Context: an optimization exercise on an open-source flow, tuned for small area. The choices shown serve that exercise and are no tape-out recipe. RTL that was checked went through simulation tests only; none was proved equivalent to the original. Power is estimated from default activity; no workload was simulated.

==> module rx_mac_top, before the edit <==
module rx_mac_top (
	input  wire                clk,
	input  wire                reset_,
	input  wire  [1:0]         speed,        
	input  wire                init_done,
	input  wire  [287:0]       rx_in,        
	output logic [287:0]       rx_out,       
	output logic               x_we,
	output logic               x_bcnt_we,
	output logic [31:0]        x_byte_cnt,   
	output logic               linkup
);
	localparam int LINK_MAX = 8 + 2;   
	logic [32-1:0]       ctrl;
	logic [256-1:0]      data;
	assign ctrl = rx_in[32-1:0];
	assign data = rx_in[287:32];
	logic [8-1:0] start_found;
	logic [8-1:0] seq_found;
	logic [32-1:0]       term_found;
	logic [32-1:0]       past_start;   
	logic [32-1:0]       term_m;
	logic                       start_any;
	logic [2:0]                 start_pos;
	logic                       term_any;
	logic [4:0]                 term_lane;    
	always_comb begin
		for (int k = 0; k < 8; k++) begin
			start_found[k] = ctrl[4*k] && (data[32*k +: 8] == 8'hfb);
			seq_found[k]   = ctrl[4*k] && (data[32*k +: 8] == 8'h9c);
		end
		for (int l = 0; l < 32; l++) begin
			term_found[l] = ctrl[l] && (data[8*l +: 8] == 8'hfd);
			past_start[l] = 1'b0;
			for (int k = 0; k < 8; k++)
				if (4*k < l)
					past_start[l] = past_start[l] | start_found[k];
		end
	end
	assign start_any = |start_found;
	always_comb begin
		start_pos = 3'd0;
		for (int k = 8 - 1; k >= 0; k--)
			if (start_found[k])
				start_pos = 3'(k);
	end
	logic [1:0] ph;       
	logic       inf;      
	logic       sof_q;    
	logic       wf;       
	logic       ef;       
	logic       b1;
	logic       blast;
	logic       sof_hit;
	logic       eof1;
	assign b1    = (ph == 2'd1);
	assign blast = (ph == ((speed == 2'd0) ? 2'd3 : 2'd1));
	assign sof_hit = start_any && !inf && (ph == 2'd0 || !ef);
	logic       tq_any;    
	logic [4:0] tq_lane;   
	always_comb begin
		term_m    = term_found & (inf ? '1 : past_start);
		term_any  = |term_m;
		term_lane = 5'd0;
		for (int l = 32 - 1; l >= 0; l--)
			if (term_m[l])
				term_lane = 5'(l);
	end
	always_ff @(posedge clk) begin
		tq_any  <= term_any;
		tq_lane <= term_lane;
	end
	assign eof1 = b1 && inf && tq_any;
	always_ff @(posedge clk) begin
		ph    <= sof_hit ? 2'd1 : (blast ? 2'd0 : ph + 2'd1);
		sof_q <= sof_hit;
		if (!reset_) begin
			inf <= 1'b0;
			wf  <= 1'b0;
			ef  <= 1'b0;
		end else begin
			if (eof1)
				inf <= 1'b0;
			else if (sof_hit)
				inf <= 1'b1;
			if (b1) begin
				wf <= inf;
				ef <= eof1;
			end
		end
	end
	always_ff @(posedge clk) begin
		if (b1)
			rx_out <= rx_in;
	end
	assign x_we      = wf && blast;
	assign x_bcnt_we = ef && blast;
	logic [10:0] cnt_hi;
	logic [4:0]  cnt_lo;
	logic        cnt_cy;
	logic [2:0]  sof_pos;
	logic        same_word;
	logic [5:0]  word_bytes;   
	logic [5:0]  lo_sum;
	assign word_bytes = tq_any ? 6'(tq_lane) + 6'd1 : 6'd32;
	assign lo_sum = {1'b0, cnt_lo[4:2], 2'b00} + word_bytes;
	always_ff @(posedge clk) begin
		cnt_cy <= 1'b0;
		if (b1 && inf) begin
			if (sof_q) begin
				cnt_lo <= {word_bytes[4:2] - start_pos, word_bytes[1:0]};
				cnt_hi <= 11'(word_bytes[5] && start_found[0]);
			end else begin
				cnt_lo <= lo_sum[4:0];
				cnt_cy <= lo_sum[5];
			end
		end else begin
			cnt_hi <= cnt_hi + 11'(cnt_cy);
		end
		if (sof_q) begin
			sof_pos   <= start_pos;
			same_word <= tq_any;
		end
	end
	assign x_byte_cnt = {8'(1) << sof_pos, same_word, 7'd0, cnt_hi, cnt_lo};
	logic       seq_q;
	logic       fault;
	logic [3:0] clean;   
	assign fault = !init_done || seq_q;
	always_ff @(posedge clk) begin
		if (!reset_) begin
			seq_q  <= 1'b0;
			clean  <= 4'd0;
			linkup <= 1'b0;
		end else begin
			seq_q  <= |seq_found;
			clean  <= fault ? 4'd0 : (clean == 4'(LINK_MAX) ? clean : clean + 4'd1);
			linkup <= (clean == 4'(LINK_MAX));
		end
	end
endmodule
==> flow/config.mk <==
export PLATFORM = sky130hd
export DESIGN_NAME = rx_mac_top
export DESIGN_NICKNAME = rx_mac_top
export VERILOG_FILES = /design/flow/design.v
export SDC_FILE = /design/flow/constraint.sdc
export NUM_CORES = 4
export LEC_CHECK = 0
export CAP_MARGIN = 20
export CORE_MARGIN = 2
export CORE_UTILIZATION = 40
export CTS_BUF_LIST = sky130_fd_sc_hd__clkbuf_4 sky130_fd_sc_hd__clkbuf_8
export GPL_TIMING_DRIVEN = 0
export PLACE_DENSITY = 0.6
export SLEW_MARGIN = 20
==> flow/constraint.sdc <==
create_clock -name core_clock -period 4.0 [get_ports {clk}]
set_input_delay 0.8000 -clock core_clock [delete_from_list [all_inputs] [get_ports {clk}]]
set_output_delay 0.8000 -clock core_clock [all_outputs]
set_load 0.01 [all_outputs]
standard.sh (not shown) runs the stock make flow with config.mk's settings and CLKGATE_MAP_FILE= SYNTH_SCRIPT=/design/flow/synth_recipe.tcl, a recipe that flattens the netlist after the stock synthesis.
==> flow/flow/run.sh <==
#!/bin/bash
# layout flow: the standard flow with the port buffers set to the smallest buffer
set -e
export BUFFER_PORTS_ARGS="-buffer_cell sky130_fd_sc_hd__buf_1"

bash standard.sh > standard.log 2>&1
The starting point produced a clean layout.
Edit:
--- a/flow/design.v
+++ b/flow/design.v
@@ -49,9 +49,9 @@
 	logic [32-1:0]       term_m;
 	logic                       start_any;
 	logic [2:0]                 start_pos;
 	logic                       term_any;
-	logic [4:0]                 term_lane;    
+	logic [5:0]                 term_bytes;   
 	always_comb begin
 		for (int k = 0; k < 8; k++) begin
 			start_found[k] = ctrl[4*k] && (data[32*k +: 8] == 8'hfb);
 			seq_found[k]   = ctrl[4*k] && (data[32*k +: 8] == 8'h9c);
@@ -82,23 +82,17 @@
 	logic       eof1;
 	assign b1    = (ph == 2'd1);
 	assign blast = (ph == ((speed == 2'd0) ? 2'd3 : 2'd1));
 	assign sof_hit = start_any && !inf && (ph == 2'd0 || !ef);
-	logic       tq_any;    
-	logic [4:0] tq_lane;   
 	always_comb begin
-		term_m    = term_found & (inf ? '1 : past_start);
-		term_any  = |term_m;
-		term_lane = 5'd0;
+		term_m     = term_found & (sof_q ? past_start : '1);
+		term_any   = |term_m;
+		term_bytes = 6'd0;
 		for (int l = 32 - 1; l >= 0; l--)
 			if (term_m[l])
-				term_lane = 5'(l);
+				term_bytes = 6'(l + 1);
 	end
-	always_ff @(posedge clk) begin
-		tq_any  <= term_any;
-		tq_lane <= term_lane;
-	end
-	assign eof1 = b1 && inf && tq_any;
+	assign eof1 = b1 && inf && term_any;
 	always_ff @(posedge clk) begin
 		ph    <= sof_hit ? 2'd1 : (blast ? 2'd0 : ph + 2'd1);
 		sof_q <= sof_hit;
 		if (!reset_) begin
@@ -126,28 +120,28 @@
 	logic [4:0]  cnt_lo;
 	logic        cnt_cy;
 	logic [2:0]  sof_pos;
 	logic        same_word;
-	logic [5:0]  word_bytes;   
+	logic [5:0]  lo_base;
+	logic [5:0]  lo_inc;
 	logic [5:0]  lo_sum;
-	assign word_bytes = tq_any ? 6'(tq_lane) + 6'd1 : 6'd32;
-	assign lo_sum = {1'b0, cnt_lo[4:2], 2'b00} + word_bytes;
+	assign lo_base = sof_q ? -({1'b0, start_pos, 2'b00}) : {1'b0, cnt_lo};
+	assign lo_inc  = term_any ? term_bytes : 6'd32;
+	assign lo_sum  = lo_base + lo_inc;
 	always_ff @(posedge clk) begin
 		cnt_cy <= 1'b0;
 		if (b1 && inf) begin
-			if (sof_q) begin
-				cnt_lo <= {word_bytes[4:2] - start_pos, word_bytes[1:0]};
-				cnt_hi <= 11'(word_bytes[5] && start_found[0]);
-			end else begin
-				cnt_lo <= lo_sum[4:0];
+			cnt_lo <= lo_sum[4:0];
+			if (sof_q)
+				cnt_hi <= 11'(lo_sum[5]);
+			else
 				cnt_cy <= lo_sum[5];
-			end
 		end else begin
 			cnt_hi <= cnt_hi + 11'(cnt_cy);
 		end
 		if (sof_q) begin
 			sof_pos   <= start_pos;
-			same_word <= tq_any;
+			same_word <= term_any;
 		end
 	end
 	assign x_byte_cnt = {8'(1) << sof_pos, same_word, 7'd0, cnt_hi, cnt_lo};
 	logic       seq_q;
Outcome: With this change the flow finished with negative setup slack left. Power drops by 1.7%. Hold slack stays flat. Final cell count drops by 0.64%. First-iteration DRC count rises by 18%. Die area came out lower by 0.98%.
No functional check of the RTL was part of the second run of this note.

rx_mac_top, a different RTL version from the one above (not shown whole).
For scale: ~720 cells after synthesis, ~320 flip-flops, roughly 620 I/O pins.
==> module rx_mac_top, before the edit <==
module rx_mac_top (
	input  wire                clk,
	input  wire                reset_,
	input  wire  [1:0]         speed,        
	input  wire                init_done,
	input  wire  [287:0]       rx_in,        
	output logic [287:0]       rx_out,       
	output logic               x_we,
	output logic               x_bcnt_we,
	output logic [31:0]        x_byte_cnt,   
	output logic               linkup
);
	localparam int LINK_MAX = 8 + 2;   
	logic [8-1:0] start_found;
	logic [8-1:0] seq_found;
	logic                       start_any;
	logic [2:0]                 start_pos;
	always_comb begin
		for (int k = 0; k < 8; k++) begin
			start_found[k] = rx_in[4*k] && (rx_in[32 + 32*k +: 8] == 8'hfb);
			seq_found[k]   = rx_in[4*k] && (rx_in[32 + 32*k +: 8] == 8'h9c);
		end
		start_pos = 3'd0;
		for (int k = 8 - 1; k >= 0; k--)
			if (start_found[k])
				start_pos = 3'(k);
	end
	assign start_any = |start_found;
	logic [1:0] ph;       
	logic       sof_q;    
	logic       act;      
	logic       wf;       
	logic       rq;       
	logic       b1;
	logic       rn;       
	logic       blast;
	logic       sof_hit;
	logic       open;
	logic       closing;
	assign b1    = (ph == 2'd1);
	assign rn    = (ph == ((speed == 2'd0) ? 2'd2 : 2'd0));
	assign blast = (ph == ((speed == 2'd0) ? 2'd3 : 2'd1));
	logic [32-1:0] term_m;
	logic                 term_any;
	logic [4:0]           term_lane;   
	logic [2:0]           sof_pos;
	always_comb begin
		for (int l = 0; l < 32; l++)
			term_m[l] = rx_out[l] && (rx_out[32 + 8*l +: 8] == 8'hfd) &&
				(!rq || 3'(l / 4) >= sof_pos);
		term_any  = |term_m;
		term_lane = 5'd0;   
		for (int l = 32 - 1; l >= 0; l--)
			if (term_m[l])
				term_lane = 5'(l + 1);
	end
	assign closing = wf && term_any;
	assign open    = act && !closing;
	assign sof_hit = start_any && !open && (ph == 2'd0 || !wf);
	always_ff @(posedge clk) begin
		ph    <= sof_hit ? 2'd1 : (blast ? 2'd0 : ph + 2'd1);
		sof_q <= sof_hit;
		if (!reset_) begin
			act <= 1'b0;
			wf  <= 1'b0;
		end else begin
			if (sof_hit)
				act <= 1'b1;
			else if (rn && closing)
				act <= 1'b0;
			if (b1)
				wf <= act;
		end
	end
	always_ff @(posedge clk) begin
		if (b1) begin
			rx_out <= rx_in;
			rq     <= sof_q;
		end
	end
	assign x_we      = wf && blast;
	assign x_bcnt_we = closing && blast;
	logic [10:0] cnt_hi;
	logic        lo_cy;
	logic [4:0]  cnt_lo;
	logic        same_word;
	logic [5:0]  word_bytes;   
	logic [5:0]  lo_sum;
	assign word_bytes = {term_lane == 5'd0, term_lane};
	assign lo_sum = {1'b0, cnt_lo[4:2], 2'b00} + word_bytes;
	always_comb begin
		lo_cy = 1'b1;
		for (int l = 0; l < 32 - 1; l++)
			if (5'(l) < 5'd31 - {cnt_lo[4:2], 2'b00} && term_m[l])
				lo_cy = 1'b0;
	end
	always_ff @(posedge clk) begin
		if (rn && wf) begin
			if (rq) begin
				cnt_lo    <= {word_bytes[4:2] - sof_pos, word_bytes[1:0]};
				same_word <= term_any;
			end else begin
				cnt_lo <= lo_sum[4:0];
			end
		end
		if (rn && wf && rq)
			cnt_hi <= 11'(!(|term_m[30:0]) && sof_pos == 3'd0);
		else
			cnt_hi <= cnt_hi + 11'(rn && wf && lo_cy);
		if (sof_q)
			sof_pos <= start_pos;
	end
	assign x_byte_cnt = {8'(1) << sof_pos, same_word, 7'd0, cnt_hi, cnt_lo};
	logic       seq_q;
	logic       fault;
	logic [3:0] clean;   
	assign fault = !init_done || seq_q;
	always_ff @(posedge clk) begin
		if (!reset_) begin
			seq_q  <= 1'b0;
			clean  <= 4'd0;
			linkup <= 1'b0;
		end else begin
			seq_q  <= |seq_found;
			clean  <= fault ? 4'd0 : (clean == 4'(LINK_MAX) ? clean : clean + 4'd1);
			linkup <= (clean == 4'(LINK_MAX));
		end
	end
endmodule
export LEC_CHECK = 0
export CAP_MARGIN = 0
export CORE_MARGIN = 2
export CORE_UTILIZATION = 40
export GPL_TIMING_DRIVEN = 0
export PLACE_DENSITY = 0.6
export SLEW_MARGIN = 0
create_clock -name core_clock -period 4.0 [get_ports {clk}]
==> flow/flow/run.sh <==
#!/bin/bash
# layout flow: the standard flow with these changes
#  - synthesis maps the logic between the registers with an area-oriented ABC
#    script (flow/area.abc); the registers are mapped as in the standard flow
#  - the port buffers, and the buffers synthesis puts on constant outputs,
#    are the smallest buffer
#  - the clock tree uses larger sink clusters and no dummy loads
#  - one tie cell drives all the constant outputs' buffers
set -e
W=$PWD
{
	cat <<'EOT'
proc abc {args} {
  set i [lsearch -exact $args -script]
  if { $i >= 0 } {
    set args [lreplace $args [expr {$i + 1}] [expr {$i + 1}] $::env(MY_ABC_SCRIPT)]
  }
  yosys abc {*}$args
}
EOT
	cat synth_recipe.tcl
} > my_synth.tcl
sed -e "s#SYNTH_SCRIPT=[^ ]*#SYNTH_SCRIPT=$W/my_synth.tcl 'MIN_BUF_CELL_AND_PORTS=sky130_fd_sc_hd__buf_1 A X' SKIP_REPAIR_TIE_FANOUT=1#" standard.sh > my_standard.sh
export MY_ABC_SCRIPT=$W/flow/area.abc
export BUFFER_PORTS_ARGS="-buffer_cell sky130_fd_sc_hd__buf_1"
export CTS_ARGS="-sink_clustering_enable -repair_clock_nets -sink_clustering_size 16 -sink_clustering_max_diameter 100 -buf_list {sky130_fd_sc_hd__clkbuf_4 sky130_fd_sc_hd__clkbuf_8} -dont_use_dummy_load"
bash my_standard.sh > standard.log 2>&1
==> flow/flow/area.abc <==
strash
&get -n
&st
&syn2
&dch -f
&nf -R 30 -C 32 -F 8 -A 4
&st
&syn2
&dch -f
&nf -R 30 -C 32 -F 8 -A 4
&put
topo
dnsize -c
Rerun with:
--- a/flow/design.v
+++ b/flow/design.v
@@ -59,4 +59,5 @@
 	logic       wf;       
 	logic       rq;       
+	logic       ef;       
 	logic       b1;
 	logic       rn;       
@@ -91,5 +92,8 @@
 			act <= 1'b0;
 			wf  <= 1'b0;
+			ef  <= 1'b0;
 		end else begin
+			if (rn)
+				ef <= closing;
 			if (sof_hit)
 				act <= 1'b1;
@@ -107,9 +111,8 @@
 	end
 	assign x_we      = wf && blast;
-	assign x_bcnt_we = closing && blast;
+	assign x_bcnt_we = ef && blast;
 	logic [10:0] cnt_hi;
 	logic        lo_cy;
 	logic [4:0]  cnt_lo;
-	logic        same_word;
 	logic [5:0]  word_bytes;   
 	logic [5:0]  lo_sum;
@@ -125,6 +128,5 @@
 		if (rn && wf) begin
 			if (rq) begin
-				cnt_lo    <= {word_bytes[4:2] - sof_pos, word_bytes[1:0]};
-				same_word <= term_any;
+				cnt_lo <= {word_bytes[4:2] - sof_pos, word_bytes[1:0]};
 			end else begin
 				cnt_lo <= lo_sum[4:0];
@@ -138,5 +140,5 @@
 			sof_pos <= start_pos;
 	end
-	assign x_byte_cnt = {8'(1) << sof_pos, same_word, 7'd0, cnt_hi, cnt_lo};
+	assign x_byte_cnt = {8'(1) << sof_pos, rq, 7'd0, cnt_hi, cnt_lo};
 	logic       seq_q;
 	logic       fault;
Worst hold slack is better by 0.018 ns.
Routed wire length grows by 3.2%.
Total power is higher by 3.3%.
Die area shrinks by 0.56%.
Cell area decreases by 2.5%.
Register-to-register slack got worse by 0.12 ns.
First-iteration DRC count rose by 1.3%.
Only the layout flow was run in the first run of this note; the RTL was not checked for function there.

-- port drivers added, routing unchanged --
How much do the figures lean on ideal ports? The routed layouts below were timed once more, with nothing changed but the port constraints. Step 1: set_driving_cell puts a clkbuf_16 on clk and a buf_2 on each other input, an assumption about the parent block. Step 2 moves the port delays by t, midway between the first and last clock arrival at a register: inputs arrive t later, outputs are due t later. That takes back most of the time a late clock gives input paths. a / b / c = ideal / step 1 / step 2; a / b = the first two.
run | t, ns | setup WS [ns] | hold WS [ns] | worst register clock-pin slew, ns | worst data-port slew with drivers (ns)
the first run of note 1 | 0.616 | 0.897 / 0.920 / 0.304 | 0.423 / 0.401 / 0.488 | 0.07 / 0.07 | 0.11
the second run of note 1 | 0.619 | -0.094 / -0.080 / -0.698 | 0.423 / 0.394 / 0.470 | 0.07 / 0.07 | 0.11
the first run of note 2 | 0.615 | 0.135 / 0.089 / 0.175 | 0.382 / 0.359 / 0.505 | 0.11 / 0.11 | 0.12
the second run of note 2 | 0.600 | 0.245 / 0.245 / 0.008 | 0.400 / 0.380 / 0.477 | 0.11 / 0.11 | 0.11
The setup slack of the second run of note 1, which loses most, moves by +0.014 ns with the drivers and by -0.604 ns with both steps.
